This design comes from an exercise in tuning for small area on the open sky130 flow, not from production work. In this exercise RTL edits were held to simulation tests only and were not proved equivalent to the original. Power and IR drop assume default switching activity.

## design/flow/design.v

```verilog
package pg_format_pkg;
    localparam int pitch_w     = 13;
    localparam int pdelta_w    = 17;
    localparam int phase_w     = 20;
    localparam int out_phase_w = 10;
    localparam int fnum_base_w = 12;
    typedef struct packed {
        logic [3:0] mcand;
        logic       calcmode;
    } inc_mode1_t;
    typedef struct packed {
        logic [2:0] mcand;
        logic       no_plus4;
        logic       calcmode;
    } inc_mode0_t;
    typedef union packed {
        inc_mode1_t m1;
        inc_mode0_t m0;
    } inc_word_u;
endpackage
package pg_table_pkg;
    function automatic logic [16:0] fnum_rom(input logic [5:0] idx);
        case (idx)
            6'h00: fnum_rom = {12'b010100_010011, 5'b00111};
            6'h01: fnum_rom = {12'b010100_100110, 5'b00111};
            6'h02: fnum_rom = {12'b010100_111001, 5'b00111};
            6'h03: fnum_rom = {12'b010101_001100, 5'b01001};
            6'h04: fnum_rom = {12'b010101_100000, 5'b01001};
            6'h05: fnum_rom = {12'b010101_110100, 5'b01001};
            6'h06: fnum_rom = {12'b010110_001000, 5'b01011};
            6'h07: fnum_rom = {12'b010110_011101, 5'b01001};
            6'h08: fnum_rom = {12'b010110_110010, 5'b01011};
            6'h09: fnum_rom = {12'b010111_000111, 5'b01011};
            6'h0A: fnum_rom = {12'b010111_011101, 5'b01101};
            6'h0B: fnum_rom = {12'b010111_110011, 5'b01101};
            6'h10: fnum_rom = {12'b011000_001001, 5'b01101};
            6'h11: fnum_rom = {12'b011000_011111, 5'b01101};
            6'h12: fnum_rom = {12'b011000_110110, 5'b01111};
            6'h13: fnum_rom = {12'b011001_001101, 5'b01111};
            6'h14: fnum_rom = {12'b011001_100101, 5'b01111};
            6'h15: fnum_rom = {12'b011001_111100, 5'b10001};
            6'h16: fnum_rom = {12'b011010_010101, 5'b10001};
            6'h17: fnum_rom = {12'b011010_101101, 5'b10001};
            6'h18: fnum_rom = {12'b011011_000110, 5'b10011};
            6'h19: fnum_rom = {12'b011011_011111, 5'b10011};
            6'h1A: fnum_rom = {12'b011011_111001, 5'b10101};
            6'h1B: fnum_rom = {12'b011100_010011, 5'b10101};
            6'h20: fnum_rom = {12'b011100_101101, 5'b10101};
            6'h21: fnum_rom = {12'b011101_001000, 5'b10111};
            6'h22: fnum_rom = {12'b011101_100011, 5'b10111};
            6'h23: fnum_rom = {12'b011101_111110, 5'b11001};
            6'h24: fnum_rom = {12'b011110_011010, 5'b11001};
            6'h25: fnum_rom = {12'b011110_110111, 5'b11001};
            6'h26: fnum_rom = {12'b011111_010011, 5'b11011};
            6'h27: fnum_rom = {12'b011111_110000, 5'b11101};
            6'h28: fnum_rom = {12'b100000_001110, 5'b11101};
            6'h29: fnum_rom = {12'b100000_101100, 5'b11101};
            6'h2A: fnum_rom = {12'b100001_001010, 5'b11111};
            6'h2B: fnum_rom = {12'b100001_101001, 5'b11111};
            6'h30: fnum_rom = {12'b100010_001001, 5'b11111};
            6'h31: fnum_rom = {12'b100010_101000, 5'b11110};
            6'h32: fnum_rom = {12'b100011_001001, 5'b11110};
            6'h33: fnum_rom = {12'b100011_101001, 5'b11110};
            6'h34: fnum_rom = {12'b100100_001011, 5'b11110};
            6'h35: fnum_rom = {12'b100100_101100, 5'b11110};
            6'h36: fnum_rom = {12'b100101_001110, 5'b11100};
            6'h37: fnum_rom = {12'b100101_110001, 5'b11100};
            6'h38: fnum_rom = {12'b100110_010100, 5'b11100};
            6'h39: fnum_rom = {12'b100110_111000, 5'b11100};
            6'h3A: fnum_rom = {12'b100111_011100, 5'b11100};
            6'h3B: fnum_rom = {12'b101000_000001, 5'b11100};
            default: fnum_rom = '0;
        endcase
    endfunction
    function automatic logic [11:0] fnum_base_lookup(input logic [5:0] idx);
        logic [16:0] entry;
        entry = fnum_rom(idx);
        fnum_base_lookup = entry[16:5];
    endfunction
    function automatic logic [4:0] fnum_inc_lookup(input logic [5:0] idx);
        logic [16:0] entry;
        entry = fnum_rom(idx);
        fnum_inc_lookup = entry[4:0];
    endfunction
    function automatic logic [3:0] dt1_intensity_offset(input logic [1:0] dt1_lo);
        case (dt1_lo)
            2'd0: dt1_intensity_offset = 4'd0;
            2'd1: dt1_intensity_offset = 4'd8;
            2'd2: dt1_intensity_offset = 4'd10;
            default: dt1_intensity_offset = 4'd11;
        endcase
    endfunction
    function automatic logic [4:0] dt1_base_lookup(input logic odd, input logic [1:0] sel);
        case ({odd, sel})
            3'b0_00: dt1_base_lookup = 5'b10000;
            3'b0_01: dt1_base_lookup = 5'b10001;
            3'b0_10: dt1_base_lookup = 5'b10011;
            3'b0_11: dt1_base_lookup = 5'b10100;
            3'b1_00: dt1_base_lookup = 5'b10110;
            3'b1_01: dt1_base_lookup = 5'b11000;
            3'b1_10: dt1_base_lookup = 5'b11011;
            default: dt1_base_lookup = 5'b11101;
        endcase
    endfunction
endpackage
`timescale 1ns/1ps
import pg_format_pkg::*;
import pg_table_pkg::*;
module pg_fnum_path
(
    input  logic [6:0]          i_kc,
    input  logic [5:0]          i_kf,
    output logic [fnum_base_w-1:0] o_base,
    output logic [5:0]             o_half
);
    logic n_new_n100;
    logic n_new_n101;
    logic n_new_n103;
    logic n_new_n104;
    logic n_new_n105;
    logic n_new_n106;
    logic n_new_n107;
    logic n_new_n108;
    logic n_new_n109;
    logic n_new_n110;
    logic n_new_n111;
    logic n_new_n112;
    logic n_new_n113;
    logic n_new_n114;
    logic n_new_n115;
    logic n_new_n116;
    logic n_new_n117;
    logic n_new_n118;
    logic n_new_n119;
    logic n_new_n120;
    logic n_new_n121;
    logic n_new_n122;
    logic n_new_n123;
    logic n_new_n124;
    logic n_new_n125;
    logic n_new_n127;
    logic n_new_n128;
    logic n_new_n129;
    logic n_new_n130;
    logic n_new_n131;
    logic n_new_n132;
    logic n_new_n133;
    logic n_new_n134;
    logic n_new_n135;
    logic n_new_n136;
    logic n_new_n137;
    logic n_new_n139;
    logic n_new_n140;
    logic n_new_n141;
    logic n_new_n142;
    logic n_new_n143;
    logic n_new_n144;
    logic n_new_n145;
    logic n_new_n147;
    logic n_new_n148;
    logic n_new_n149;
    logic n_new_n150;
    logic n_new_n151;
    logic n_new_n152;
    logic n_new_n153;
    logic n_new_n154;
    logic n_new_n155;
    logic n_new_n156;
    logic n_new_n157;
    logic n_new_n158;
    logic n_new_n159;
    logic n_new_n160;
    logic n_new_n161;
    logic n_new_n163;
    logic n_new_n164;
    logic n_new_n165;
    logic n_new_n166;
    logic n_new_n168;
    logic n_new_n169;
    logic n_new_n170;
    logic n_new_n171;
    logic n_new_n172;
    logic n_new_n174;
    logic n_new_n175;
    logic n_new_n176;
    logic n_new_n177;
    logic n_new_n179;
    logic n_new_n180;
    logic n_new_n181;
    logic n_new_n183;
    logic n_new_n186;
    logic n_new_n187;
    logic n_new_n188;
    logic n_new_n189;
    logic n_new_n190;
    logic n_new_n191;
    logic n_new_n192;
    logic n_new_n193;
    logic n_new_n194;
    logic n_new_n195;
    logic n_new_n196;
    logic n_new_n197;
    logic n_new_n198;
    logic n_new_n199;
    logic n_new_n200;
    logic n_new_n201;
    logic n_new_n202;
    logic n_new_n203;
    logic n_new_n204;
    logic n_new_n205;
    logic n_new_n206;
    logic n_new_n207;
    logic n_new_n208;
    logic n_new_n209;
    logic n_new_n210;
    logic n_new_n211;
    logic n_new_n212;
    logic n_new_n213;
    logic n_new_n214;
    logic n_new_n215;
    logic n_new_n216;
    logic n_new_n217;
    logic n_new_n218;
    logic n_new_n219;
    logic n_new_n220;
    logic n_new_n221;
    logic n_new_n222;
    logic n_new_n223;
    logic n_new_n224;
    logic n_new_n225;
    logic n_new_n226;
    logic n_new_n227;
    logic n_new_n228;
    logic n_new_n229;
    logic n_new_n230;
    logic n_new_n231;
    logic n_new_n232;
    logic n_new_n233;
    logic n_new_n234;
    logic n_new_n235;
    logic n_new_n237;
    logic n_new_n238;
    logic n_new_n239;
    logic n_new_n240;
    logic n_new_n241;
    logic n_new_n242;
    logic n_new_n243;
    logic n_new_n244;
    logic n_new_n245;
    logic n_new_n246;
    logic n_new_n247;
    logic n_new_n248;
    logic n_new_n249;
    logic n_new_n250;
    logic n_new_n251;
    logic n_new_n252;
    logic n_new_n253;
    logic n_new_n254;
    logic n_new_n255;
    logic n_new_n256;
    logic n_new_n257;
    logic n_new_n258;
    logic n_new_n259;
    logic n_new_n260;
    logic n_new_n261;
    logic n_new_n262;
    logic n_new_n263;
    logic n_new_n264;
    logic n_new_n266;
    logic n_new_n267;
    logic n_new_n268;
    logic n_new_n269;
    logic n_new_n270;
    logic n_new_n271;
    logic n_new_n272;
    logic n_new_n273;
    logic n_new_n274;
    logic n_new_n275;
    logic n_new_n276;
    logic n_new_n277;
    logic n_new_n278;
    logic n_new_n279;
    logic n_new_n280;
    logic n_new_n282;
    logic n_new_n283;
    logic n_new_n284;
    logic n_new_n285;
    logic n_new_n287;
    logic n_new_n288;
    logic n_new_n290;
    logic n_new_n32;
    logic n_new_n33;
    logic n_new_n34;
    logic n_new_n35;
    logic n_new_n36;
    logic n_new_n37;
    logic n_new_n38;
    logic n_new_n39;
    logic n_new_n40;
    logic n_new_n41;
    logic n_new_n42;
    logic n_new_n43;
    logic n_new_n44;
    logic n_new_n45;
    logic n_new_n46;
    logic n_new_n47;
    logic n_new_n48;
    logic n_new_n49;
    logic n_new_n50;
    logic n_new_n51;
    logic n_new_n52;
    logic n_new_n53;
    logic n_new_n54;
    logic n_new_n55;
    logic n_new_n56;
    logic n_new_n57;
    logic n_new_n58;
    logic n_new_n59;
    logic n_new_n60;
    logic n_new_n61;
    logic n_new_n62;
    logic n_new_n63;
    logic n_new_n64;
    logic n_new_n65;
    logic n_new_n66;
    logic n_new_n67;
    logic n_new_n68;
    logic n_new_n69;
    logic n_new_n70;
    logic n_new_n71;
    logic n_new_n72;
    logic n_new_n73;
    logic n_new_n75;
    logic n_new_n76;
    logic n_new_n77;
    logic n_new_n78;
    logic n_new_n79;
    logic n_new_n80;
    logic n_new_n81;
    logic n_new_n82;
    logic n_new_n83;
    logic n_new_n84;
    logic n_new_n85;
    logic n_new_n86;
    logic n_new_n87;
    logic n_new_n88;
    logic n_new_n89;
    logic n_new_n90;
    logic n_new_n91;
    logic n_new_n92;
    logic n_new_n93;
    logic n_new_n94;
    logic n_new_n95;
    logic n_new_n96;
    logic n_new_n97;
    logic n_new_n98;
    logic n_new_n99;
    assign n_new_n32 = ~i_kf[4] & ~i_kf[5];
    assign n_new_n33 = i_kc[0] & ~i_kc[3];
    assign n_new_n34 = n_new_n32 & n_new_n33;
    assign n_new_n35 = ~i_kc[1] & n_new_n34;
    assign n_new_n36 = ~i_kc[0] & ~i_kc[1];
    assign n_new_n37 = i_kc[0] & i_kc[1];
    assign n_new_n38 = ~n_new_n36 & ~n_new_n37;
    assign n_new_n39 = ~i_kc[3] & ~i_kf[5];
    assign n_new_n40 = n_new_n38 & n_new_n39;
    assign n_new_n41 = ~n_new_n33 & ~n_new_n40;
    assign n_new_n42 = ~n_new_n35 & ~n_new_n41;
    assign n_new_n43 = ~i_kc[1] & ~i_kc[2];
    assign n_new_n44 = i_kc[0] & ~i_kf[5];
    assign n_new_n45 = n_new_n43 & ~n_new_n44;
    assign n_new_n46 = i_kf[4] & n_new_n45;
    assign n_new_n47 = ~n_new_n42 & n_new_n46;
    assign n_new_n48 = ~i_kc[3] & ~i_kf[4];
    assign n_new_n49 = ~i_kc[0] & ~i_kc[3];
    assign n_new_n50 = ~i_kc[1] & i_kc[3];
    assign n_new_n51 = i_kc[0] & n_new_n50;
    assign n_new_n52 = ~n_new_n43 & ~n_new_n51;
    assign n_new_n53 = ~n_new_n49 & ~n_new_n52;
    assign n_new_n54 = n_new_n48 & n_new_n53;
    assign n_new_n55 = ~n_new_n37 & ~n_new_n54;
    assign n_new_n56 = i_kf[4] & i_kf[5];
    assign n_new_n57 = ~i_kc[0] & ~i_kf[4];
    assign n_new_n58 = i_kc[2] & i_kc[3];
    assign n_new_n59 = ~n_new_n32 & n_new_n58;
    assign n_new_n60 = ~n_new_n57 & n_new_n59;
    assign n_new_n61 = ~n_new_n48 & ~n_new_n50;
    assign n_new_n62 = ~n_new_n49 & n_new_n61;
    assign n_new_n63 = ~n_new_n60 & ~n_new_n62;
    assign n_new_n64 = ~n_new_n56 & ~n_new_n63;
    assign n_new_n65 = ~i_kc[1] & i_kc[2];
    assign n_new_n66 = n_new_n32 & ~n_new_n65;
    assign n_new_n67 = ~n_new_n36 & n_new_n66;
    assign n_new_n68 = ~i_kf[4] & i_kf[5];
    assign n_new_n69 = n_new_n49 & n_new_n68;
    assign n_new_n70 = n_new_n65 & n_new_n69;
    assign n_new_n71 = ~n_new_n67 & ~n_new_n70;
    assign n_new_n72 = ~n_new_n64 & n_new_n71;
    assign n_new_n73 = n_new_n55 & n_new_n72;
    assign o_base[0] = ~n_new_n47 & n_new_n73;
    assign n_new_n75 = ~i_kc[1] & ~i_kc[3];
    assign n_new_n76 = i_kf[4] & ~n_new_n75;
    assign n_new_n77 = ~n_new_n39 & ~n_new_n76;
    assign n_new_n78 = i_kc[0] & n_new_n56;
    assign n_new_n79 = ~i_kc[0] & ~n_new_n56;
    assign n_new_n80 = n_new_n43 & ~n_new_n79;
    assign n_new_n81 = ~n_new_n78 & n_new_n80;
    assign n_new_n82 = ~n_new_n77 & ~n_new_n81;
    assign n_new_n83 = n_new_n51 & ~n_new_n82;
    assign n_new_n84 = ~i_kf[5] & n_new_n49;
    assign n_new_n85 = ~n_new_n65 & n_new_n84;
    assign n_new_n86 = i_kc[1] & ~i_kc[3];
    assign n_new_n87 = n_new_n56 & ~n_new_n86;
    assign n_new_n88 = i_kf[4] & n_new_n49;
    assign n_new_n89 = ~n_new_n87 & n_new_n88;
    assign n_new_n90 = ~n_new_n70 & ~n_new_n89;
    assign n_new_n91 = ~n_new_n85 & n_new_n90;
    assign n_new_n92 = ~i_kc[2] & n_new_n79;
    assign n_new_n93 = n_new_n67 & n_new_n92;
    assign n_new_n94 = i_kc[1] & ~n_new_n57;
    assign n_new_n95 = i_kf[5] & ~n_new_n75;
    assign n_new_n96 = ~n_new_n94 & n_new_n95;
    assign n_new_n97 = ~i_kc[0] & i_kc[3];
    assign n_new_n98 = ~i_kc[2] & n_new_n97;
    assign n_new_n99 = n_new_n96 & n_new_n98;
    assign n_new_n100 = ~n_new_n93 & ~n_new_n99;
    assign n_new_n101 = n_new_n91 & n_new_n100;
    assign o_base[1] = ~(~n_new_n83 & n_new_n101);
    assign n_new_n103 = ~i_kc[0] & n_new_n56;
    assign n_new_n104 = n_new_n43 & n_new_n103;
    assign n_new_n105 = ~i_kc[0] & i_kc[2];
    assign n_new_n106 = i_kf[4] & ~i_kf[5];
    assign n_new_n107 = ~n_new_n105 & n_new_n106;
    assign n_new_n108 = n_new_n38 & n_new_n107;
    assign n_new_n109 = ~n_new_n104 & ~n_new_n108;
    assign n_new_n110 = i_kc[1] & ~i_kc[2];
    assign n_new_n111 = n_new_n69 & n_new_n110;
    assign n_new_n112 = ~n_new_n97 & ~n_new_n105;
    assign n_new_n113 = n_new_n66 & ~n_new_n112;
    assign n_new_n114 = ~n_new_n111 & ~n_new_n113;
    assign n_new_n115 = n_new_n109 & n_new_n114;
    assign n_new_n116 = n_new_n76 & ~n_new_n84;
    assign n_new_n117 = i_kc[1] & i_kc[2];
    assign n_new_n118 = n_new_n97 & n_new_n117;
    assign n_new_n119 = ~i_kf[4] & ~n_new_n118;
    assign n_new_n120 = ~n_new_n116 & ~n_new_n119;
    assign n_new_n121 = i_kc[0] & n_new_n68;
    assign n_new_n122 = i_kc[3] & ~n_new_n121;
    assign n_new_n123 = n_new_n65 & ~n_new_n84;
    assign n_new_n124 = ~n_new_n122 & n_new_n123;
    assign n_new_n125 = ~n_new_n120 & ~n_new_n124;
    assign o_base[2] = ~(n_new_n115 & n_new_n125);
    assign n_new_n127 = i_kc[2] & ~i_kf[5];
    assign n_new_n128 = ~n_new_n77 & ~n_new_n127;
    assign n_new_n129 = ~n_new_n97 & n_new_n128;
    assign n_new_n130 = ~n_new_n50 & ~n_new_n65;
    assign n_new_n131 = ~n_new_n58 & ~n_new_n130;
    assign n_new_n132 = n_new_n68 & n_new_n131;
    assign n_new_n133 = ~n_new_n32 & ~n_new_n56;
    assign n_new_n134 = n_new_n117 & ~n_new_n133;
    assign n_new_n135 = ~n_new_n34 & ~n_new_n37;
    assign n_new_n136 = ~n_new_n134 & n_new_n135;
    assign n_new_n137 = ~n_new_n132 & n_new_n136;
    assign o_base[3] = ~n_new_n129 & n_new_n137;
    assign n_new_n139 = ~n_new_n53 & n_new_n87;
    assign n_new_n140 = ~n_new_n39 & ~n_new_n58;
    assign n_new_n141 = ~n_new_n61 & ~n_new_n140;
    assign n_new_n142 = ~n_new_n128 & n_new_n141;
    assign n_new_n143 = ~n_new_n48 & n_new_n92;
    assign n_new_n144 = ~n_new_n142 & ~n_new_n143;
    assign n_new_n145 = ~n_new_n139 & n_new_n144;
    assign o_base[4] = n_new_n55 & n_new_n145;
    assign n_new_n147 = i_kc[0] & n_new_n131;
    assign n_new_n148 = i_kc[1] & ~n_new_n97;
    assign n_new_n149 = ~i_kf[5] & ~n_new_n148;
    assign n_new_n150 = ~n_new_n131 & n_new_n149;
    assign n_new_n151 = ~n_new_n147 & ~n_new_n150;
    assign n_new_n152 = i_kf[4] & ~n_new_n151;
    assign n_new_n153 = ~i_kc[3] & n_new_n93;
    assign n_new_n154 = n_new_n103 & ~n_new_n117;
    assign n_new_n155 = ~n_new_n96 & ~n_new_n154;
    assign n_new_n156 = n_new_n76 & ~n_new_n155;
    assign n_new_n157 = ~n_new_n110 & n_new_n140;
    assign n_new_n158 = n_new_n57 & n_new_n157;
    assign n_new_n159 = ~n_new_n35 & ~n_new_n158;
    assign n_new_n160 = ~n_new_n156 & n_new_n159;
    assign n_new_n161 = ~n_new_n153 & n_new_n160;
    assign o_base[5] = ~(~n_new_n152 & n_new_n161);
    assign n_new_n163 = n_new_n40 & ~n_new_n93;
    assign n_new_n164 = n_new_n45 & n_new_n133;
    assign n_new_n165 = i_kc[3] & n_new_n164;
    assign n_new_n166 = n_new_n155 & ~n_new_n165;
    assign o_base[6] = ~(~n_new_n163 & n_new_n166);
    assign n_new_n168 = n_new_n56 & n_new_n117;
    assign n_new_n169 = ~n_new_n49 & ~n_new_n157;
    assign n_new_n170 = n_new_n38 & ~n_new_n169;
    assign n_new_n171 = i_kc[3] & n_new_n105;
    assign n_new_n172 = ~n_new_n170 & ~n_new_n171;
    assign o_base[7] = ~n_new_n168 & ~n_new_n172;
    assign n_new_n174 = ~n_new_n103 & ~n_new_n118;
    assign n_new_n175 = ~n_new_n87 & ~n_new_n174;
    assign n_new_n176 = ~i_kc[2] & n_new_n49;
    assign n_new_n177 = n_new_n52 & ~n_new_n176;
    assign o_base[8] = ~(~n_new_n175 & n_new_n177);
    assign n_new_n179 = n_new_n103 & n_new_n117;
    assign n_new_n180 = i_kc[2] & n_new_n49;
    assign n_new_n181 = ~n_new_n131 & ~n_new_n180;
    assign o_base[9] = ~(~n_new_n179 & n_new_n181);
    assign n_new_n183 = i_kc[3] & ~n_new_n43;
    assign o_base[10] = ~n_new_n37 & ~n_new_n183;
    assign o_base[11] = ~n_new_n37 & n_new_n183;
    assign n_new_n186 = i_kc[2] & ~n_new_n36;
    assign n_new_n187 = ~i_kc[3] & ~n_new_n186;
    assign n_new_n188 = n_new_n135 & ~n_new_n187;
    assign n_new_n189 = ~i_kc[3] & n_new_n188;
    assign n_new_n190 = n_new_n43 & n_new_n79;
    assign n_new_n191 = ~n_new_n189 & ~n_new_n190;
    assign n_new_n192 = ~n_new_n37 & n_new_n191;
    assign n_new_n193 = i_kf[2] & n_new_n192;
    assign n_new_n194 = i_kf[3] & n_new_n37;
    assign n_new_n195 = n_new_n142 & ~n_new_n151;
    assign n_new_n196 = ~n_new_n65 & ~n_new_n110;
    assign n_new_n197 = i_kf[5] & ~n_new_n112;
    assign n_new_n198 = ~n_new_n196 & n_new_n197;
    assign n_new_n199 = ~n_new_n85 & ~n_new_n164;
    assign n_new_n200 = ~n_new_n198 & n_new_n199;
    assign n_new_n201 = ~n_new_n195 & n_new_n200;
    assign n_new_n202 = i_kf[2] & ~n_new_n201;
    assign n_new_n203 = ~n_new_n42 & ~n_new_n81;
    assign n_new_n204 = i_kf[3] & n_new_n203;
    assign n_new_n205 = ~n_new_n202 & n_new_n204;
    assign n_new_n206 = i_kf[0] & n_new_n205;
    assign n_new_n207 = ~n_new_n59 & ~n_new_n186;
    assign n_new_n208 = o_base[11] & ~n_new_n207;
    assign n_new_n209 = ~n_new_n37 & ~n_new_n208;
    assign n_new_n210 = ~i_kf[0] & ~n_new_n205;
    assign n_new_n211 = n_new_n209 & ~n_new_n210;
    assign n_new_n212 = ~n_new_n206 & n_new_n211;
    assign n_new_n213 = ~n_new_n194 & ~n_new_n212;
    assign n_new_n214 = n_new_n193 & ~n_new_n213;
    assign n_new_n215 = ~n_new_n193 & n_new_n213;
    assign n_new_n216 = ~n_new_n214 & ~n_new_n215;
    assign n_new_n217 = i_kf[1] & n_new_n209;
    assign n_new_n218 = n_new_n188 & n_new_n217;
    assign n_new_n219 = n_new_n191 & n_new_n217;
    assign n_new_n220 = i_kf[0] & n_new_n188;
    assign n_new_n221 = ~n_new_n219 & ~n_new_n220;
    assign n_new_n222 = i_kf[2] & n_new_n203;
    assign n_new_n223 = i_kf[3] & n_new_n209;
    assign n_new_n224 = ~n_new_n201 & n_new_n223;
    assign n_new_n225 = n_new_n222 & ~n_new_n224;
    assign n_new_n226 = ~n_new_n222 & n_new_n224;
    assign n_new_n227 = ~n_new_n225 & ~n_new_n226;
    assign n_new_n228 = ~n_new_n221 & ~n_new_n227;
    assign n_new_n229 = ~n_new_n218 & ~n_new_n228;
    assign n_new_n230 = i_kf[0] & n_new_n191;
    assign n_new_n231 = ~n_new_n228 & ~n_new_n230;
    assign n_new_n232 = n_new_n218 & ~n_new_n231;
    assign n_new_n233 = ~n_new_n229 & ~n_new_n232;
    assign n_new_n234 = ~n_new_n216 & ~n_new_n233;
    assign n_new_n235 = n_new_n216 & n_new_n233;
    assign o_half[0] = ~n_new_n234 & ~n_new_n235;
    assign n_new_n237 = ~i_kf[0] & n_new_n202;
    assign n_new_n238 = ~n_new_n208 & ~n_new_n237;
    assign n_new_n239 = n_new_n204 & ~n_new_n238;
    assign n_new_n240 = ~n_new_n214 & ~n_new_n239;
    assign n_new_n241 = i_kf[0] & n_new_n204;
    assign n_new_n242 = n_new_n217 & ~n_new_n241;
    assign n_new_n243 = ~i_kf[1] & n_new_n204;
    assign n_new_n244 = n_new_n209 & ~n_new_n243;
    assign n_new_n245 = i_kf[0] & ~n_new_n244;
    assign n_new_n246 = ~n_new_n242 & ~n_new_n245;
    assign n_new_n247 = i_kf[2] & n_new_n188;
    assign n_new_n248 = i_kf[3] & n_new_n192;
    assign n_new_n249 = ~n_new_n247 & n_new_n248;
    assign n_new_n250 = n_new_n247 & ~n_new_n248;
    assign n_new_n251 = i_kf[2] & i_kf[3];
    assign n_new_n252 = ~n_new_n209 & n_new_n251;
    assign n_new_n253 = n_new_n201 & n_new_n252;
    assign n_new_n254 = ~n_new_n250 & ~n_new_n253;
    assign n_new_n255 = ~n_new_n249 & n_new_n254;
    assign n_new_n256 = ~n_new_n246 & ~n_new_n255;
    assign n_new_n257 = n_new_n246 & n_new_n255;
    assign n_new_n258 = ~n_new_n256 & ~n_new_n257;
    assign n_new_n259 = ~n_new_n240 & n_new_n258;
    assign n_new_n260 = n_new_n240 & ~n_new_n258;
    assign n_new_n261 = ~n_new_n259 & ~n_new_n260;
    assign n_new_n262 = ~n_new_n232 & ~n_new_n235;
    assign n_new_n263 = n_new_n261 & ~n_new_n262;
    assign n_new_n264 = ~n_new_n261 & n_new_n262;
    assign o_half[1] = ~n_new_n263 & ~n_new_n264;
    assign n_new_n266 = ~n_new_n259 & ~n_new_n263;
    assign n_new_n267 = i_kf[1] & ~n_new_n209;
    assign n_new_n268 = n_new_n256 & n_new_n267;
    assign n_new_n269 = i_kf[1] & ~n_new_n242;
    assign n_new_n270 = ~n_new_n256 & ~n_new_n269;
    assign n_new_n271 = i_kf[3] & n_new_n188;
    assign n_new_n272 = ~i_kf[2] & ~n_new_n271;
    assign n_new_n273 = i_kf[3] & n_new_n250;
    assign n_new_n274 = ~n_new_n272 & ~n_new_n273;
    assign n_new_n275 = ~n_new_n270 & n_new_n274;
    assign n_new_n276 = n_new_n270 & ~n_new_n274;
    assign n_new_n277 = ~n_new_n275 & ~n_new_n276;
    assign n_new_n278 = ~n_new_n268 & ~n_new_n277;
    assign n_new_n279 = ~n_new_n266 & n_new_n278;
    assign n_new_n280 = n_new_n266 & ~n_new_n278;
    assign o_half[2] = ~(~n_new_n279 & ~n_new_n280);
    assign n_new_n282 = i_kf[3] & ~n_new_n247;
    assign n_new_n283 = n_new_n266 & ~n_new_n275;
    assign n_new_n284 = ~n_new_n276 & ~n_new_n283;
    assign n_new_n285 = n_new_n282 & ~n_new_n284;
    assign o_half[5] = n_new_n263 & n_new_n267;
    assign n_new_n287 = ~n_new_n282 & ~o_half[5];
    assign n_new_n288 = n_new_n284 & n_new_n287;
    assign o_half[3] = ~(~n_new_n285 & ~n_new_n288);
    assign n_new_n290 = i_kf[3] & ~o_half[5];
    assign o_half[4] = ~n_new_n285 & n_new_n290;
endmodule
`timescale 1ns/1ps
import pg_format_pkg::*;
import pg_table_pkg::*;
module pg_detune_path
(
    input  logic [6:0]          i_kc,
    input  logic [2:0]          i_dt1,
    output logic [4:0]          o_mag,
    output logic                o_neg
);
    logic n_new_n17;
    logic n_new_n18;
    logic n_new_n19;
    logic n_new_n20;
    logic n_new_n21;
    logic n_new_n22;
    logic n_new_n23;
    logic n_new_n24;
    logic n_new_n25;
    logic n_new_n26;
    logic n_new_n27;
    logic n_new_n28;
    logic n_new_n29;
    logic n_new_n30;
    logic n_new_n31;
    logic n_new_n32;
    logic n_new_n33;
    logic n_new_n34;
    logic n_new_n35;
    logic n_new_n36;
    logic n_new_n37;
    logic n_new_n38;
    logic n_new_n39;
    logic n_new_n40;
    logic n_new_n41;
    logic n_new_n42;
    logic n_new_n43;
    logic n_new_n44;
    logic n_new_n45;
    logic n_new_n46;
    logic n_new_n47;
    logic n_new_n48;
    logic n_new_n49;
    logic n_new_n50;
    logic n_new_n51;
    logic n_new_n52;
    logic n_new_n54;
    logic n_new_n55;
    logic n_new_n56;
    logic n_new_n58;
    logic n_new_n59;
    logic n_new_n60;
    logic n_new_n62;
    logic n_new_n63;
    logic n_new_n65;
    logic n_new_n66;
    logic n_new_n67;
    assign n_new_n17 = i_kc[5] & i_dt1[1];
    assign n_new_n18 = i_dt1[0] & i_dt1[1];
    assign n_new_n19 = ~i_kc[4] & ~n_new_n18;
    assign n_new_n20 = ~i_kc[5] & ~i_dt1[1];
    assign n_new_n21 = ~n_new_n17 & ~n_new_n20;
    assign n_new_n22 = ~n_new_n19 & n_new_n21;
    assign n_new_n23 = ~n_new_n17 & ~n_new_n22;
    assign n_new_n24 = i_kc[6] & ~n_new_n23;
    assign n_new_n25 = ~i_dt1[0] & ~i_dt1[1];
    assign n_new_n26 = ~i_kc[6] & n_new_n23;
    assign n_new_n27 = ~n_new_n25 & ~n_new_n26;
    assign n_new_n28 = ~n_new_n24 & n_new_n27;
    assign n_new_n29 = n_new_n19 & ~n_new_n21;
    assign n_new_n30 = ~n_new_n22 & ~n_new_n29;
    assign n_new_n31 = n_new_n28 & n_new_n30;
    assign n_new_n32 = i_kc[4] & i_kc[5];
    assign n_new_n33 = i_kc[6] & n_new_n32;
    assign n_new_n34 = i_kc[2] & ~n_new_n33;
    assign n_new_n35 = i_kc[3] & ~n_new_n33;
    assign n_new_n36 = ~n_new_n34 & ~n_new_n35;
    assign n_new_n37 = i_kc[3] & n_new_n34;
    assign n_new_n38 = ~n_new_n36 & ~n_new_n37;
    assign n_new_n39 = i_kc[4] & n_new_n18;
    assign n_new_n40 = ~n_new_n19 & ~n_new_n39;
    assign n_new_n41 = ~n_new_n35 & n_new_n40;
    assign n_new_n42 = ~n_new_n38 & ~n_new_n41;
    assign n_new_n43 = n_new_n31 & n_new_n42;
    assign n_new_n44 = ~n_new_n25 & n_new_n30;
    assign n_new_n45 = n_new_n24 & n_new_n38;
    assign n_new_n46 = ~n_new_n26 & ~n_new_n45;
    assign n_new_n47 = n_new_n44 & ~n_new_n46;
    assign n_new_n48 = ~n_new_n36 & ~n_new_n40;
    assign n_new_n49 = ~n_new_n30 & n_new_n48;
    assign n_new_n50 = n_new_n28 & n_new_n49;
    assign n_new_n51 = ~n_new_n34 & ~n_new_n41;
    assign n_new_n52 = ~n_new_n25 & ~n_new_n30;
    assign o_mag[3] = n_new_n24 & n_new_n52;
    assign n_new_n54 = n_new_n51 & o_mag[3];
    assign n_new_n55 = ~n_new_n50 & ~n_new_n54;
    assign n_new_n56 = ~n_new_n47 & n_new_n55;
    assign o_mag[0] = ~(~n_new_n43 & n_new_n56);
    assign n_new_n58 = n_new_n30 & ~n_new_n48;
    assign n_new_n59 = n_new_n28 & ~n_new_n58;
    assign n_new_n60 = n_new_n42 & o_mag[3];
    assign o_mag[4] = n_new_n24 & n_new_n44;
    assign n_new_n62 = n_new_n51 & o_mag[4];
    assign n_new_n63 = ~n_new_n60 & ~n_new_n62;
    assign o_mag[1] = ~(~n_new_n59 & n_new_n63);
    assign n_new_n65 = n_new_n42 & o_mag[4];
    assign n_new_n66 = n_new_n48 & o_mag[3];
    assign n_new_n67 = ~n_new_n65 & ~n_new_n66;
    assign o_mag[2] = ~(~n_new_n31 & n_new_n67);
    assign o_neg = i_dt1[2];
endmodule
module pg_octave_detune
(
    input  logic [fnum_base_w-1:0] i_fnum,
    input  logic [2:0]             i_block,
    input  logic [4:0]             i_mag,
    input  logic                   i_neg,
    output logic [pdelta_w-1:0]    o_sum
);
    logic [13:0]            sh1;
    logic [15:0]            sh2;
    logic [18:0]            sh4;
    logic [pdelta_w-1:0]    shifted;
    logic [5:0]             det_lo;
    logic                   det_up, det_dn;
    logic [11:0]            det_hi;
    assign sh1     = i_block[0] ? {1'b0, i_fnum, 1'b0} : {2'b0, i_fnum};
    assign sh2     = i_block[1] ? {sh1, 2'b0} : {2'b0, sh1};
    assign sh4     = i_block[2] ? {sh2[14:0], 4'b0} : {3'b0, sh2};
    assign shifted = sh4[18:2];
    assign o_sum = shifted + (i_neg ? (~{12'b0, i_mag} + 17'd1) : {12'b0, i_mag});
endmodule
`timescale 1ns/1ps
import pg_format_pkg::*;
module pg_phase_accum
#(
    parameter int phase_slots = 32
) (
    input  logic                   i_EMUCLK,
    input  logic                   i_rst,
    input  logic [pdelta_w-1:0]    i_sum,
    input  logic [3:0]             i_mul,
    input  logic                   i_phase_rst,
    output logic                   o_live,
    output logic [out_phase_w-1:0] o_phase
);
    logic [5:0]             since_rst;
    logic                   ring_live;
    logic                   stage_live;
    logic                   tap_live;
    logic [phase_w-1:0]     ring [0:phase_slots-1];
    always_ff @(posedge i_EMUCLK) begin
        if (i_rst) begin
            since_rst <= '0;
        end else if (!since_rst[5]) begin
            since_rst <= since_rst + 6'd1;
        end
    end
    assign stage_live = since_rst > 6'd1;
    assign ring_live  = since_rst[5];
    assign tap_live   = since_rst > 6'd4;
    assign o_live     = since_rst > 6'd3;
    logic [phase_w-1:0] next_phase;
    pg_mac u_mac (
        .i_old   (ring[phase_slots-1]),
        .i_old_live (ring_live),
        .i_clear (!stage_live || i_phase_rst),
        .i_sum   (i_sum),
        .i_mul   (i_mul),
        .o_phase (next_phase)
    );
    always_ff @(posedge i_EMUCLK) begin
        ring[0] <= next_phase;
        for (int i = 1; i < phase_slots; i++) begin
            ring[i] <= ring[i-1];
        end
    end
    assign o_phase = tap_live ? ring[4][phase_w-1:phase_w-out_phase_w] : '0;
endmodule
module pg_mac
(
    input  logic [phase_w-1:0]  i_old,
    input  logic                i_old_live,
    input  logic                i_clear,
    input  logic [pdelta_w-1:0] i_sum,
    input  logic [3:0]          i_mul,
    output logic [phase_w-1:0]  o_phase
);
    logic [phase_w-1:0] old_phase;
    logic [phase_w-1:0] row0, row1, row2, row3;
    assign old_phase = i_old_live ? i_old : '0;
    assign row0 = i_mul[0] ? {3'b0, i_sum} : ((i_mul == 4'd0) ? {4'b0, i_sum[16:1]} : '0);
    assign row1 = i_mul[1] ? {2'b0, i_sum, 1'b0} : '0;
    assign row2 = i_mul[2] ? {1'b0, i_sum, 2'b0} : '0;
    assign row3 = i_mul[3] ? {i_sum, 3'b0} : '0;
    assign o_phase = i_clear ? '0 : (old_phase + row0 + row1 + row2 + row3);
endmodule
`timescale 1ns/1ps
import pg_format_pkg::*;
module pg_top #(
    parameter int phase_slots = 32
) (
    input  logic       i_EMUCLK,
    input  logic       i_rst,
    input  logic [6:0] i_kc,
    input  logic [5:0] i_kf,
    input  logic [2:0] i_dt1,
    input  logic [3:0] i_mul,
    input  logic       i_phase_rst,
    output logic [9:0] o_phase,
    output logic [4:0] o_eg_shift
);
    logic [fnum_base_w-1:0] fbase;
    logic [5:0]             fhalf;
    logic [4:0]             det_mag;
    logic                   det_neg;
    logic [fnum_base_w-1:0] fnum_s1;
    logic [2:0]             dt1_s1;
    logic [3:0]             mul_s1, mul_s2;
    logic                   prst_s1, prst_s2;
    logic [4:0]             shift_s1, shift_s2, shift_s3, shift_s4;
    logic [pdelta_w-1:0]    sum;
    logic [pdelta_w-1:0]    sum_s2;
    logic                   eg_live;
    pg_fnum_path u_fnum_path (
        .i_kc   (i_kc),
        .i_kf   (i_kf),
        .o_base (fbase),
        .o_half (fhalf)
    );
    logic [6:0]             flo;
    logic [6:0]             flo_s1;
    logic [5:0]             fhi_s1;
    assign flo = {1'b0, fbase[5:0]} + {1'b0, fhalf};
    pg_detune_path u_detune_path (
        .i_kc  ({shift_s1, 2'b00}),
        .i_dt1 (dt1_s1),
        .o_mag (det_mag),
        .o_neg (det_neg)
    );
    assign fnum_s1 = {fhi_s1 + {5'b0, flo_s1[6]}, flo_s1[5:0]};
    pg_octave_detune u_octave_detune (
        .i_fnum  (fnum_s1),
        .i_block (shift_s1[4:2]),
        .i_mag   (det_mag),
        .i_neg   (det_neg),
        .o_sum   (sum)
    );
    always_ff @(posedge i_EMUCLK) begin
        flo_s1   <= flo;
        fhi_s1   <= fbase[11:6];
        dt1_s1   <= i_dt1;
        mul_s1   <= i_mul;
        prst_s1  <= i_phase_rst;
        shift_s1 <= i_kc[6:2];
        sum_s2   <= sum;
        mul_s2   <= mul_s1;
        prst_s2  <= prst_s1;
        shift_s2 <= shift_s1;
        shift_s3 <= shift_s2;
        shift_s4 <= shift_s3;
    end
    pg_phase_accum #(
        .phase_slots (phase_slots)
    ) u_phase_accum (
        .i_EMUCLK    (i_EMUCLK),
        .i_rst       (i_rst),
        .i_sum       (sum_s2),
        .i_mul       (mul_s2),
        .i_phase_rst (prst_s2),
        .o_live      (eg_live),
        .o_phase     (o_phase)
    );
    assign o_eg_shift = eg_live ? shift_s4 : '0;
endmodule
```

## design/flow/flow/run.sh

```bash
#!/bin/bash
# The standard layout, with a leaner clock tree (no dummy loads, larger
# sink clusters) and the smallest buffer on each port. The tools' own logs
# stay under orfs/logs; make's output goes to standard.log.
set -u
export CTS_ARGS="-sink_clustering_enable -repair_clock_nets -dont_use_dummy_load -sink_clustering_size 20 -sink_clustering_max_diameter 60 -buf_list sky130_fd_sc_hd__clkbuf_8"
export BUFFER_PORTS_ARGS="-buffer_cell sky130_fd_sc_hd__buf_1"
bash standard.sh > standard.log 2>&1
```

## design/flow/standard.sh

```bash
#!/bin/bash
# synth_recipe.tcl (not shown) runs the flow's synth.tcl, then flattens the netlist and writes it again
# the make line also repeats each setting of config.mk as NAME=value (left out here)
make -C /OpenROAD-flow-scripts/flow DESIGN_CONFIG=/design/flow/config.mk WORK_HOME=/design/flow/orfs CLKGATE_MAP_FILE= SYNTH_SCRIPT=/design/flow/synth_recipe.tcl "${@:-finish}"
```

## design/flow/config.mk

```make
export PLATFORM = sky130hd
export DESIGN_NAME = pg_top
export DESIGN_NICKNAME = pg_top
export VERILOG_FILES = /design/flow/design.v
export SDC_FILE = /design/flow/constraint.sdc
export NUM_CORES = 4
export LEC_CHECK = 0
export CAP_MARGIN = 20
export CORE_MARGIN = 2
export CORE_UTILIZATION = 70
export GPL_TIMING_DRIVEN = 0
export PLACE_DENSITY = 0.75
export SLEW_MARGIN = 20
```

## design/flow/constraint.sdc

```tcl
create_clock -name core_clock -period 5.0 [get_ports {i_EMUCLK}]
set_input_delay 1.0000 -clock core_clock [delete_from_list [all_inputs] [get_ports {i_EMUCLK}]]
set_output_delay 1.0000 -clock core_clock [all_outputs]
set_load 0.01 [all_outputs]
```

==> flow_metrics.tcl, run 1 <==
set metrics [dict create \
    r2r-end "u_phase_accum.ring[0][18]$_SDFF_PP0_" \
    ff2ff_path_depth 16 \
    slew_headroom_pct 39.54 \
    die_w_um 173.5 \
    dp_slack_ns -0.7861 \
    drt_wl_total_mm 31.65 \
    synth_cells 1540 \
    syn_to_final_growth_pct 7.066 \
    grt-ovfl-total 0 \
    maxCapViolations 0 \
    synth_edf_count 0 \
    fin_nets 1773 \
    avgSynthCellArea_sq_um 13.05 \
    worstMarginPinSlew_ns 0.9008 \
    worstPathMaxFanout 10 \
    slew_violations 0 \
    ys_warn_count 4 \
    p_total_mw 12.62 \
    p_leak_nw 9.137 \
    fmax_ghz 0.2073 \
    peakVddDrop_v 0.0005271 \
    vias 10351 \
    synth_ff_type "dfxtp_1" \
    postRouteAntennaNets 0 \
    min_from "u_phase_accum.ring[13][12]$_DFF_P_" \
    cts_hold_buf 0 \
    grt_use_total_pct 21.67 \
    globalRouteMet2Util_pct 35.35 \
    first_pass_iters 5 \
    wire_per_inst_um 15.74 \
    cts_tree "built" \
    io_pins 38 \
    synth.distinct_cells 66 \
    nFillCells 1798 \
    portBuffers 35 \
    timing.final.ws_setup_ns 0.1763 \
    grt_start_max_net_pins 21 \
    r2r-start "mul_s2[0]$_DFF_P_" \
    setup_viol 0 \
    cts-htree-levels 2 \
    crit_path_end "u_phase_accum.ring[0][18]$_SDFF_PP0_" \
    viasPerCell 5.150 \
    clock_latency_ns 0.59 \
    p_seq_share_pct 58.7 \
    clock_path_buffers 3 \
    die_area_sq_mm 0.03008 \
    fp-row-count 62 \
    pwr-share-comb_pct 23.0 \
    period_share_pct 96.47 \
    syn_nets 1686 \
    finalHoldViolCount 0 \
    dp_hpwl_mm 22.16 \
    grt_first_pass_wirelength_mm 52.23 \
    fp.dieH_um 173.5 \
    cts.sinks 709 \
    rsz0062_at_grt "true" \
    cts-root-buf "clkbuf_8" \
    initial_utilization_pct 70.60 \
    cp-startpoint "mul_s2[0]$_DFF_P_" \
    holdWs_ns 0.2704 \
    gp_routability_congestion 0.8909 \
    hp-class "flop to flop" \
    cts_made_buffers 45 \
    drt_iter0_drc 547 \
    grt.busiest_layer "met2" \
    first_global_vias 10614 \
    layout_min_cycle_time_ns 4.824 \
    critPathArrivalTime_ns 5.31 \
    layout_common_cells "dfxtp_1 (704), nand2_1 (100), inv_1 (77)" \
    path_class "flop to flop" \
    syn_area_sq_mm 0.02010 \
    seq_area_sq_mm 0.01420 \
    fin_worst_skew_ns 0.05107 \
    power_density_mw_per_mm2 586.5 \
    critPathLaunchType "flop" \
    yosysSeqAreaShare_pct 70.62 \
    p_int_mw 9.015 \
    met1_usage_pct 29.45 \
    antenna_found_initial 4 \
    coreArea_sq_mm 0.02847 \
    netSwitchingFraction_pct 28.57 \
    fin_tns_setup_ns 0 \
    power_switching_mw 3.606 \
    ys_ff_latch 709 \
    drcViolationCount 0 \
    layout-drive-gt1-share_pct 6.769 \
    end_kind "flop" \
    status "no timing/DRC/antenna violations" \
    cp.required_ns 5.48 \
    reg2reg_slack_ns 0.18 \
    p_clk_share_pct 18.3 \
    path_clk_slew_ns 0.11 \
    final_common_cell "dfxtp_1" \
    multi_input_area_sq_mm 0.005554 \
    async_flop_share_pct 0 \
    grtUsageMet3_pct 3.596 \
]
[final cells by class]
class | instances | area share (%)
clock buffers | 45 | 2.878
repair buffers | 44 | 0.9303
plain buffers | 31 | 0.6861
inverters | 82 | 1.465
diodes | 1 | 0.01163
flip-flops and latches | 709 | 65.99
multi-input cells | 714 | 25.81
well taps | 384 | 2.233
[worst max-delay path: stages (launching register included)]
cell       delay [ns]
dfxtp_2          0.41
nor4_4           0.31
buf_2            0.22
clkbuf_2         0.24
a22oi_1          0.12
fa_1             0.51
inv_1            0.06
fa_1             0.52
fa_1             0.51
ha_1             0.36
a2111oi_0        0.39
o21ai_1          0.21
a221oi_2         0.24
buf_4            0.16
o21ai_1          0.07
xnor2_1          0.15
nor2_1           0.24
[metal layers]
| metal | vias to the layer above | wire length (um) |
|---|---|---|
| met5 | - | 7 |
| met4 | 2 | 952 |
| met3 | 74 | 1507 |
| met2 | 258 | 14790 |
| met1 | 4837 | 14390 |
| li1 | 5180 | - |
[synth_stat cells (8+ instances only)]
| master | instances | area, sq um |
|---|---|---|
| dfxtp_1 | 709 | 14190 |
| nand2_1 | 100 | 375.4 |
| inv_1 | 79 | 296.5 |
| ha_1 | 70 | 875.8 |
| nor2_1 | 59 | 221.5 |
| and2_1 | 56 | 350.3 |
| fa_1 | 53 | 1061 |
| o21ai_0 | 48 | 240.2 |
| a21oi_1 | 45 | 225.2 |
| xnor2_1 | 28 | 245.2 |
| clkbuf_1 | 26 | 97.59 |
| nand3_1 | 23 | 115.1 |
| a21o_1 | 17 | 127.6 |
| a22oi_1 | 17 | 127.6 |
| nor3_1 | 16 | 80.08 |
| xor2_1 | 16 | 140.1 |
| nor2b_1 | 14 | 87.58 |
| mux2i_1 | 12 | 120.1 |
| nand2b_1 | 12 | 75.07 |
| o21ai_1 | 12 | 60.06 |
| a31oi_1 | 10 | 62.56 |
| o211ai_1 | 10 | 75.07 |
| a211oi_1 | 8 | 60.06 |
[cell families after synthesis]
| family | share of synthesized area, % |
|---|---|
| multiplexers | 0.9338 |
| AND/OR/NAND/NOR | 7.395 |
| flip-flops | 70.62 |
| XOR/XNOR | 1.917 |
| adder cells (fa/ha/maj) | 9.692 |
| buffers and inverters | 2.291 |
| AO/OA/AOI/OAI | 7.153 |
[repair_timing]
item / CTS / global route
endpoints found under the setup margin: 15 / 20
resized for setup: 12 / 23
pin swaps: 2 / 4
setup buffers: 5 / 3
endpoints found under the hold margin: 0 / 0
[worst min path at each step]
stage / endpoint / slack (ns) / depth (start not counted)
after floorplan: mul_s2[0]$_DFF_P_ / 0.31 / 0
after global placement: u_phase_accum.ring[8][10]$_DFF_P_ / 0.31 / 0
after detailed placement: u_phase_accum.ring[23][9]$_DFF_P_ / 0.31 / 0
after CTS: u_phase_accum.ring[14][12]$_DFF_P_ / 0.27 / 0
after global routing: u_phase_accum.ring[8][12]$_DFF_P_ / 0.27 / 0
final: u_phase_accum.ring[14][12]$_DFF_P_ / 0.27 / 0
[per-stage QoR]
step | std cells | cell area (sq um) | util (%)
4_1_cts | 2008 | 21430 | 75.28
3_3_place_gp | 1959 | 20710 | 72.75
2_1_floorplan | 1540 | 20100 | -
5_1_grt | 2009 | 21520 | 75.58
6_report | 2010 | 21520 | 75.59
3_5_place_dp | 1960 | 20720 | 72.79
[state kept, by name (all words and copies together) (netlist names), 5 cells and up]
signal,flops
shift_s3,5
sum_s2,17
shift_s1,5
u_phase_accum.ring,640
flo_s1,7
fhi_s1,6
u_phase_accum.since_rst,6
shift_s2,5
shift_s4,5
[power by group through the flow]
| stage | clock network (mW) | registers (mW) | logic, mW |
|---|---|---|---|
| floorplan | 0 | 7.33 | 2.10 |
| global placement | 0 | 7.46 | 2.68 |
| detailed placement | 0 | 7.54 | 2.74 |
| CTS | 2.37 | 7.43 | 2.82 |
| global route | 2.58 | 7.54 | 3.26 |
| finish | 2.31 | 7.41 | 2.91 |
==> run 2, diff against run 1 <==
--- a/design/flow/config.mk
+++ b/design/flow/config.mk
@@ -9,5 +9,4 @@
 export CORE_MARGIN = 2
 export CORE_UTILIZATION = 70
 export GPL_TIMING_DRIVEN = 0
-export PLACE_DENSITY = 0.75
 export SLEW_MARGIN = 20
==> run 2 against run 1 <==
  * Core utilization is 0.057 points higher
  * Die area stayed put
  * Wire length rose by 1.9%
  * Fmax is 0.25% higher
  * Count of clock-buffer cells in the layout down 1
  * Synthesized cell count is the same
  * Register-to-register slack hardly changed
  * Combinational power rose by 1%
  * Sequential cell count unchanged
  * Critical path type unchanged
  * Critical endpoint unchanged
  * Largest cell class unchanged
  * Largest power group unchanged
  * Highest routed layer is now met4
==> flow_metrics.tcl, run 2 <==
set metrics [dict create \
    synth_ff_type "dfxtp_1" \
    yosysSeqAreaShare_pct 70.62 \
    synth.distinct_cells 66 \
    power_density_mw_per_mm2 587.4 \
    regMostFlops "u_phase_accum.ring" \
    finalHoldViolCount 0 \
    cpMostUsedCell "fa_1" \
    ys_ff_latch 709 \
    path_class "flop to flop" \
    cts.sinks 709 \
    worstPathMaxFanout 10 \
    r2r-start "mul_s2[0]$_DFF_P_" \
    layout_common_cells "dfxtp_1 (703), nand2_1 (100), inv_1 (76)" \
    multi_input_area_sq_mm 0.005572 \
    synth.most_common_cell "dfxtp_1" \
    critPathLaunchType "flop" \
    syn_to_final_growth_pct 7.147 \
    end_kind "flop" \
    grt-ovfl-total 0 \
    wire_per_inst_um 16.05 \
    fin_nets 1772 \
    diodes 0 \
    largestRegisters "u_phase_accum.ring: 640 flops, sum_s2: 17 flops, flo_s1: 7 flops" \
    largest_reg_flops 640 \
    async_flop_share_pct 0 \
    slew_violations 0 \
    clock_path_buffers 3 \
    hold_end "u_phase_accum.ring[19][6]$_DFF_P_" \
    path_clk_slew_ns 0.11 \
    postRouteAntennaNets 0 \
    fp-row-count 62 \
    hp-class "flop to flop" \
    status "no timing/DRC/antenna violations" \
    cts_tree "built" \
    max_stage_delay_ns 0.52 \
    path_cells "nor4_4 -> buf_4 -> clkbuf_4 -> a22oi_1 -> fa_1 -> inv_1 -> fa_1 -> fa_1 -> ha_1 -> a2111oi_1 -> o21ai_1 -> a221oi_2 -> buf_4 -> o21ai_1 -> xnor2_1 -> nor2_2" \
    drt_wl_total_mm 32.23 \
    syn_area_sq_mm 0.02010 \
    cp.required_ns 5.44 \
    synth_cells 1540 \
    layout_min_cycle_time_ns 4.812 \
    coreArea_sq_mm 0.02847 \
    worstMarginPinSlew_ns 0.8612 \
    avgSynthCellArea_sq_um 13.05 \
    io_pins 38 \
    fmax_ghz 0.2078 \
    drt_iter0_drc 579 \
    fin_worst_skew_ns 0.1018 \
    cts_hold_buf 0 \
    dp_slack_ns -0.9652 \
    first_global_vias 10652 \
    drcViolationCount 0 \
    nFillCells 1786 \
    cts_made_buffers 44 \
    cts-root-buf "clkbuf_8" \
    synth_top_area_share_pct 70.62 \
    portBuffers 35 \
    cts-htree-levels 2 \
    synth_area_leaders "dfxtp_1 (71%), fa_1 (5.3%), ha_1 (4.4%), nand2_1 (1.9%), and2_1 (1.7%)" \
    critPathArrivalTime_ns 5.26 \
    placed_area_sq_mm 0.02072 \
    dp_hpwl_mm 21.99 \
    first_pass_iters 5 \
    grt_use_total_pct 21.88 \
    synth_edf_count 0 \
    initial_utilization_pct 70.60 \
    cp_slowest_cell "fa_1" \
    min_from "u_phase_accum.ring[18][6]$_DFF_P_" \
    grt_first_pass_wirelength_mm 52.77 \
    reg2reg_slack_ns 0.19 \
    r2r-end "u_phase_accum.ring[0][18]$_SDFF_PP0_" \
    layout-drive-gt1-share_pct 6.958 \
    die_w_um 173.5 \
    ff2ff_path_depth 16 \
    seq_area_sq_mm 0.01420 \
    grt_start_max_net_pins 21 \
    ys_warn_count 4 \
    maxCapViolations 0 \
    synthTopCellsByCount "dfxtp_1 (709), nand2_1 (100), inv_1 (79)" \
    slew_headroom_pct 42.20 \
    gp_routability_congestion 0.8701 \
    period_share_pct 96.24 \
    die_area_sq_mm 0.03008 \
    fp.dieH_um 173.5 \
    yosysTopAreaCell "dfxtp_1" \
    clock_latency_ns 0.60 \
    final_common_cell "dfxtp_1" \
    setup_viol 0 \
    syn_nets 1686 \
    antenna_found_initial 1 \
    peakVddDrop_v 0.0004365 \
    viasPerCell 5.253 \
    hold_depth 0 \
    vias 10548 \
    p_leak_nw 9.126 \
    timing.final.ws_setup_ns 0.1882 \
    stdcell_area_sq_mm 0.02154 \
]
run 2: cell count changes in the layout (fill, tap and decap cells not counted), sizes merged:
cell,before,now
clkbuf,70,68
clkinvlp,2,3
diode,1,0
inv,80,79
buf,50,51
run 2: kinds of logic (layout without fill, tap and decap cells):
kind of cell | count (synthesis) | count (layout) | synth area share, %
simple gates | 306 | 306 | 7.395
flops | 709 | 709 | 70.62
mux | 18 | 18 | 0.9338
xor+xnor | 44 | 44 | 1.917
fa+ha+maj | 124 | 124 | 9.692
compound gates | 222 | 222 | 7.153
buf+inv | 117 | 201 | 2.291
run 2: layout make-up:
| class | instances | area share, % |
|---|---|---|
| Inverter | 82 | 1.482 |
| Buffer | 31 | 0.7088 |
| Clock buffer | 44 | 2.812 |
| Timing Repair Buffer | 44 | 0.9412 |
| Tap cell | 384 | 2.231 |
| Sequential cell | 709 | 65.95 |
| Multi-Input combinational cell | 714 | 25.87 |
run 2: metal layers:
layer	wire length (um)	part of all wire (%)	track usage, %	up-vias
li1	-	-	-	5171
met1	14380	45	28.67	5025
met2	15280	47	36.65	254
met3	1390	4.3	3.816	98
met4	1190	3.7	8.439	0
met5	0	0	0	-
run 2: how the worst max path moves through the flow:
| stage | start | endpoint | slack (ns) | depth (start not counted) |
|---|---|---|---|---|
| 5_1_grt | shift_s1[2]$_DFF_P_ | sum_s2[14]$_DFF_P_ | -0.007 | 23 |
| 4_1_cts | mul_s2[2]$_DFF_P_ | u_phase_accum.ring[0][16]$_SDFF_PP0_ | 0.004 | 13 |
| 2_1_floorplan | i_kc[1] | flo_s1[6]$_DFF_P_ | 0.06 | 21 |
| 3_5_place_dp | mul_s2[1]$_DFF_P_ | u_phase_accum.ring[0][16]$_SDFF_PP0_ | -0.97 | 14 |
| 3_3_place_gp | mul_s2[1]$_DFF_P_ | u_phase_accum.ring[0][16]$_SDFF_PP0_ | -1.31 | 14 |
| 6_report | mul_s2[0]$_DFF_P_ | u_phase_accum.ring[0][18]$_SDFF_PP0_ | 0.19 | 16 |
run 2: worst max-delay path: cells and delay by family (launching register included):
| kind | cells | cell delay, ns |
|---|---|---|
| compound gates | 5 | 1.13 |
| flops | 1 | 0.41 |
| buf+inv | 4 | 0.62 |
| fa+ha+maj | 4 | 1.88 |
| simple gates | 2 | 0.45 |
| xor+xnor | 1 | 0.19 |
run 2: power by group:
group | switching (mW) | total [mW] | internal, mW
Combinational | 1.71 | 2.95 | 1.24
Clock | 1.49 | 2.29 | 0.795
Sequential | 0.434 | 7.41 | 6.98
run 2: per-stage QoR:
| stage | hold slack (ns) | setup TNS (ns) | utilization, % | instances | power, mW |
|---|---|---|---|---|---|
| 6_report | 0.2538 | 0 | 75.64 | 2008 | 12.65 |
| 5_1_grt | 0.2530 | -0.01335 | 75.64 | 2008 | 13.41 |
| 4_1_cts | 0.2564 | 0 | 75.15 | 2003 | 12.63 |
| 3_5_place_dp | 0.3121 | -7.287 | 72.79 | 1959 | 10.28 |
| 3_3_place_gp | 0.3097 | -9.983 | 72.75 | 1959 | 10.13 |
| 2_1_floorplan | 0.3096 | 0 | - | 1540 | 9.431 |
run 2: what timing repair did:
item                                    in CTS  in global routing
setup buffers                                4                  5
endpoints found under the setup margin      15                 21
gates resized for setup                     11                 35
hold endpoints to repair                     0                  0
pin swaps                                    2                  8
==> run 3, diff against run 2 <==
--- a/design/flow/config.mk
+++ b/design/flow/config.mk
@@ -9,4 +9,5 @@
 export CORE_MARGIN = 2
 export CORE_UTILIZATION = 70
 export GPL_TIMING_DRIVEN = 0
+export PLACE_DENSITY = 0.85
 export SLEW_MARGIN = 20
==> run 3 against run 2 <==
  * Still clean on timing, DRC and antenna
  * Power is 0.20% higher
  * Synthesized cell count stayed put
  * Critical path depth up 4
  * Non-clock buffer count stayed put
  * First-iteration DRC count increased by 29%
  * Critical path type is now input pin to flop
  * Largest power group unchanged
==> flow_metrics.tcl, run 3 <==
set metrics [dict create \
    status "no timing/DRC/antenna violations" \
    cts_tree "built" \
    fp.dieH_um 173.5 \
    nFillCells 1697 \
    power_switching_mw 3.677 \
    syn_to_final_growth_pct 7.078 \
    netSwitchingFraction_pct 29.01 \
    drcViolationCount 0 \
    maxCapViolations 0 \
    grt-ovfl-total 0 \
    final_util_pct 75.60 \
    p_leak_nw 9.124 \
    hp-class "flop to flop" \
    viasPerCell 5.254 \
    finalHoldViolCount 0 \
    fin_worst_skew_ns 0.07099 \
    cts-htree-levels 2 \
    ys_ff_latch 709 \
    grt_start_max_net_pins 21 \
    async_flop_share_pct 0 \
    clock_latency_ns 0.60 \
    period_share_pct 96.96 \
    synth_top_family_by_area "adder cells" \
    synth_ff_type "dfxtp_1" \
    rsz0062_at_grt "false" \
    synthMuxAreaShare_pct 0.9338 \
    clock_path_buffers 3 \
    antenna_found_initial 1 \
    wire_per_inst_um 16.68 \
    synth_simple_gate_area_share_pct 7.395 \
    placed_area_sq_mm 0.02072 \
    syn_area_sq_mm 0.02010 \
    stdcell_area_sq_mm 0.02152 \
    critPathLaunchType "input pin" \
    slew_violations 0 \
    end_kind "flop" \
    postRouteAntennaNets 0 \
    initial_utilization_pct 70.60 \
    cts.sinks 709 \
    layout-drive-gt1-share_pct 7.024 \
    worstMarginPinSlew_ns 0.9030 \
    slew_headroom_pct 39.39 \
    largestRegisters "u_phase_accum.ring: 640 flops, sum_s2: 17 flops, flo_s1: 7 flops" \
    synth.most_common_cell "dfxtp_1" \
    cp.required_ns 5.47 \
    pwr-share-comb_pct 23.4 \
    synth_edf_count 0 \
    vias 10545 \
    cts_hold_buf 0 \
    first_pass_iters 5 \
    yosysSeqAreaShare_pct 70.62 \
    p_int_mw 8.998 \
    critPathArrivalTime_ns 5.31 \
    avgSynthCellArea_sq_um 13.05 \
    largest_reg_flops 640 \
    synth_top_area_share_pct 70.62 \
    p_clk_share_pct 18.0 \
    syn_nets 1686 \
    power_density_mw_per_mm2 588.9 \
    setup_viol 0 \
    synthTopCellsByCount "dfxtp_1 (709), nand2_1 (100), inv_1 (79)" \
    first_global_vias 10776 \
    coreArea_sq_mm 0.02847 \
    layout_min_cycle_time_ns 4.848 \
    p_total_mw 12.68 \
    portBuffers 35 \
    cts-root-buf "clkbuf_8" \
    diodes 0 \
    fin_nets 1771 \
    drt_iter0_drc 748 \
    synth_fa_ha_area_share_pct 9.692 \
    die_area_sq_mm 0.03008 \
    worstPathMaxFanout 10 \
    synth_cells 1540 \
    dp_hpwl_mm 22.97 \
    cts_made_buffers 43 \
    path_class "input pin to flop" \
    peakVddDrop_v 0.0003641 \
    fp-row-count 62 \
    drt_wl_total_mm 33.48 \
    synth_compound_area_share_pct 7.153 \
    grt_use_total_pct 22.75 \
    die_w_um 173.5 \
    synth.distinct_cells 66 \
    path_clk_slew_ns 0.12 \
    layout_common_cells "dfxtp_1 (704), nand2_1 (100), inv_1 (76)" \
    io_pins 38 \
    yosysTopAreaCell "dfxtp_1" \
    fin_tns_setup_ns 0 \
    synth_area_leaders "dfxtp_1 (71%), fa_1 (5.3%), ha_1 (4.4%), nand2_1 (1.9%), and2_1 (1.7%)" \
    p_seq_share_pct 58.6 \
    grt_first_pass_wirelength_mm 54.45 \
    regMostFlops "u_phase_accum.ring" \
    gp_routability_congestion 0.8818 \
    synth-xor-area-share_pct 1.917 \
    fmax_ghz 0.2063 \
    ys_warn_count 4 \
    final_common_cell "dfxtp_1" \
]
## run 3: kinds of logic (layout without fill, tap and decap cells)
| logic type | after synthesis | count (layout) |
|---|---|---|
| flops | 709 | 709 |
| compound gates | 222 | 222 |
| fa+ha+maj | 124 | 124 |
| xor+xnor | 44 | 44 |
| buf+inv | 117 | 200 |
| mux | 18 | 18 |
| simple gates | 306 | 306 |
## run 3: what timing repair did
action                                  CTS  global route
setup buffers                             6             3
endpoints found under the setup margin   16            21
pin swaps                                 3             7
gates cloned                              0             0
resized for setup                        14            32
## run 3: critical path, stage by stage
cell and delay [ns]:
clkbuf_2 0.14, buf_8 0.15, clkinvlp_4 0.13, ha_1 0.25
nand2b_1 0.19, a2111oi_4 0.40, o311ai_4 0.18, a21oi_2 0.20
xor2_1 0.13, maj3_2 0.33, a211o_1 0.26, ha_1 0.17
o21bai_1 0.21, fa_2 0.56, ha_1 0.23, a21o_1 0.19
a21oi_2 0.17, o21bai_1 0.08, a21oi_1 0.18, xnor2_1 0.14
## run 3: final timing paths
path	start	end	slack, ns	cells after the start
setup reg to reg	mul_s2[0]$_DFF_P_	u_phase_accum.ring[0][17]$_SDFF_PP0_	0.19	16
hold / removal	u_phase_accum.ring[30][14]$_DFF_P_	u_phase_accum.ring[31][14]$_DFF_P_	0.26	0
setup / recovery	i_kc[1]	flo_s1[5]$_DFF_P_	0.15	20
hold reg to reg	u_phase_accum.ring[30][14]$_DFF_P_	u_phase_accum.ring[31][14]$_DFF_P_	0.26	0
## run 3: area by class of cell
cell class	instances	area [sq um]	share of cell area, %
Multi-Input combinational cell	714	5574	25.90
Inverter	82	319.1	1.482
Sequential cell	709	14200	65.98
Timing Repair Buffer	44	202.7	0.9418
Tap cell	384	480.5	2.232
Clock buffer	43	591.8	2.750
Buffer	31	153.9	0.7151
## run 3: metrics by stage
| step | setup WS [ns] | std cells | hold slack [ns] |
|---|---|---|---|
| 5_1_grt | 0.002897 | 2007 | 0.2638 |
| 6_report | 0.1522 | 2007 | 0.2639 |
| 3_5_place_dp | -0.8456 | 1959 | 0.3121 |
| 4_1_cts | 0.01790 | 2005 | 0.2698 |
| 2_1_floorplan | 0.05604 | 1540 | 0.3096 |
| 3_3_place_gp | -1.272 | 1959 | 0.3099 |
## run 3: power groups by stage
stage               Combinational, mW  Clock (mW)  Sequential [mW]
finish                           2.97        2.28             7.43
global route                     3.28        2.55             7.55
CTS                              2.86        2.35             7.45
detailed placement               2.75           0             7.54
global placement                 2.63           0             7.46
floorplan                        2.10           0             7.33
## run 3: routing by layer
layer / wire length [um] / share of wire (%) / GRT usage (%) / vias up
li1: - / - / - / 5179
met1: 14680 / 44 / 30.01 / 5007
met2: 16230 / 48 / 38.45 / 270
met3: 1377 / 4.1 / 3.268 / 89
met4: 1194 / 3.6 / 8.757 / 0
met5: 0 / 0 / 0 / -

-- re-timing with driven ports --
How much do the figures lean on ideal ports? The routed layouts below were timed once more, with nothing changed but the port constraints. Step 1, drivers: a clkbuf_16 drives i_EMUCLK and a buf_2 each remaining input, both assumed. Step 2 adds t to the input delays and takes it off the output delays; t is the mean of the earliest and latest rising clock arrival at the registers after step 1. Input paths then give back, and output paths get back, about the clock's delay inside the block. Three values: no drivers, after step 1, after step 2; two values: the first two.
| run | shift t [ns] | setup WS [ns] | hold slack, ns | worst register clock-pin slew, ns | worst data-port slew with drivers (ns) |
|---|---|---|---|---|---|
| run 1 | 0.601 | 0.176 / 0.176 / -0.386 | 0.270 / 0.270 / 0.270 | 0.11 / 0.11 | 0.05 |
| run 2 | 0.598 | 0.188 / 0.188 / -0.369 | 0.254 / 0.254 / 0.254 | 0.11 / 0.11 | 0.04 |
| run 3 | 0.613 | 0.152 / 0.178 / -0.436 | 0.264 / 0.264 / 0.264 | 0.12 / 0.12 | 0.04 |
With both steps, setup timing fails in every run listed, where it was met with ideal ports. The setup slack of run 3, which loses most, moves by +0.026 ns with the drivers and by -0.588 ns with both steps.
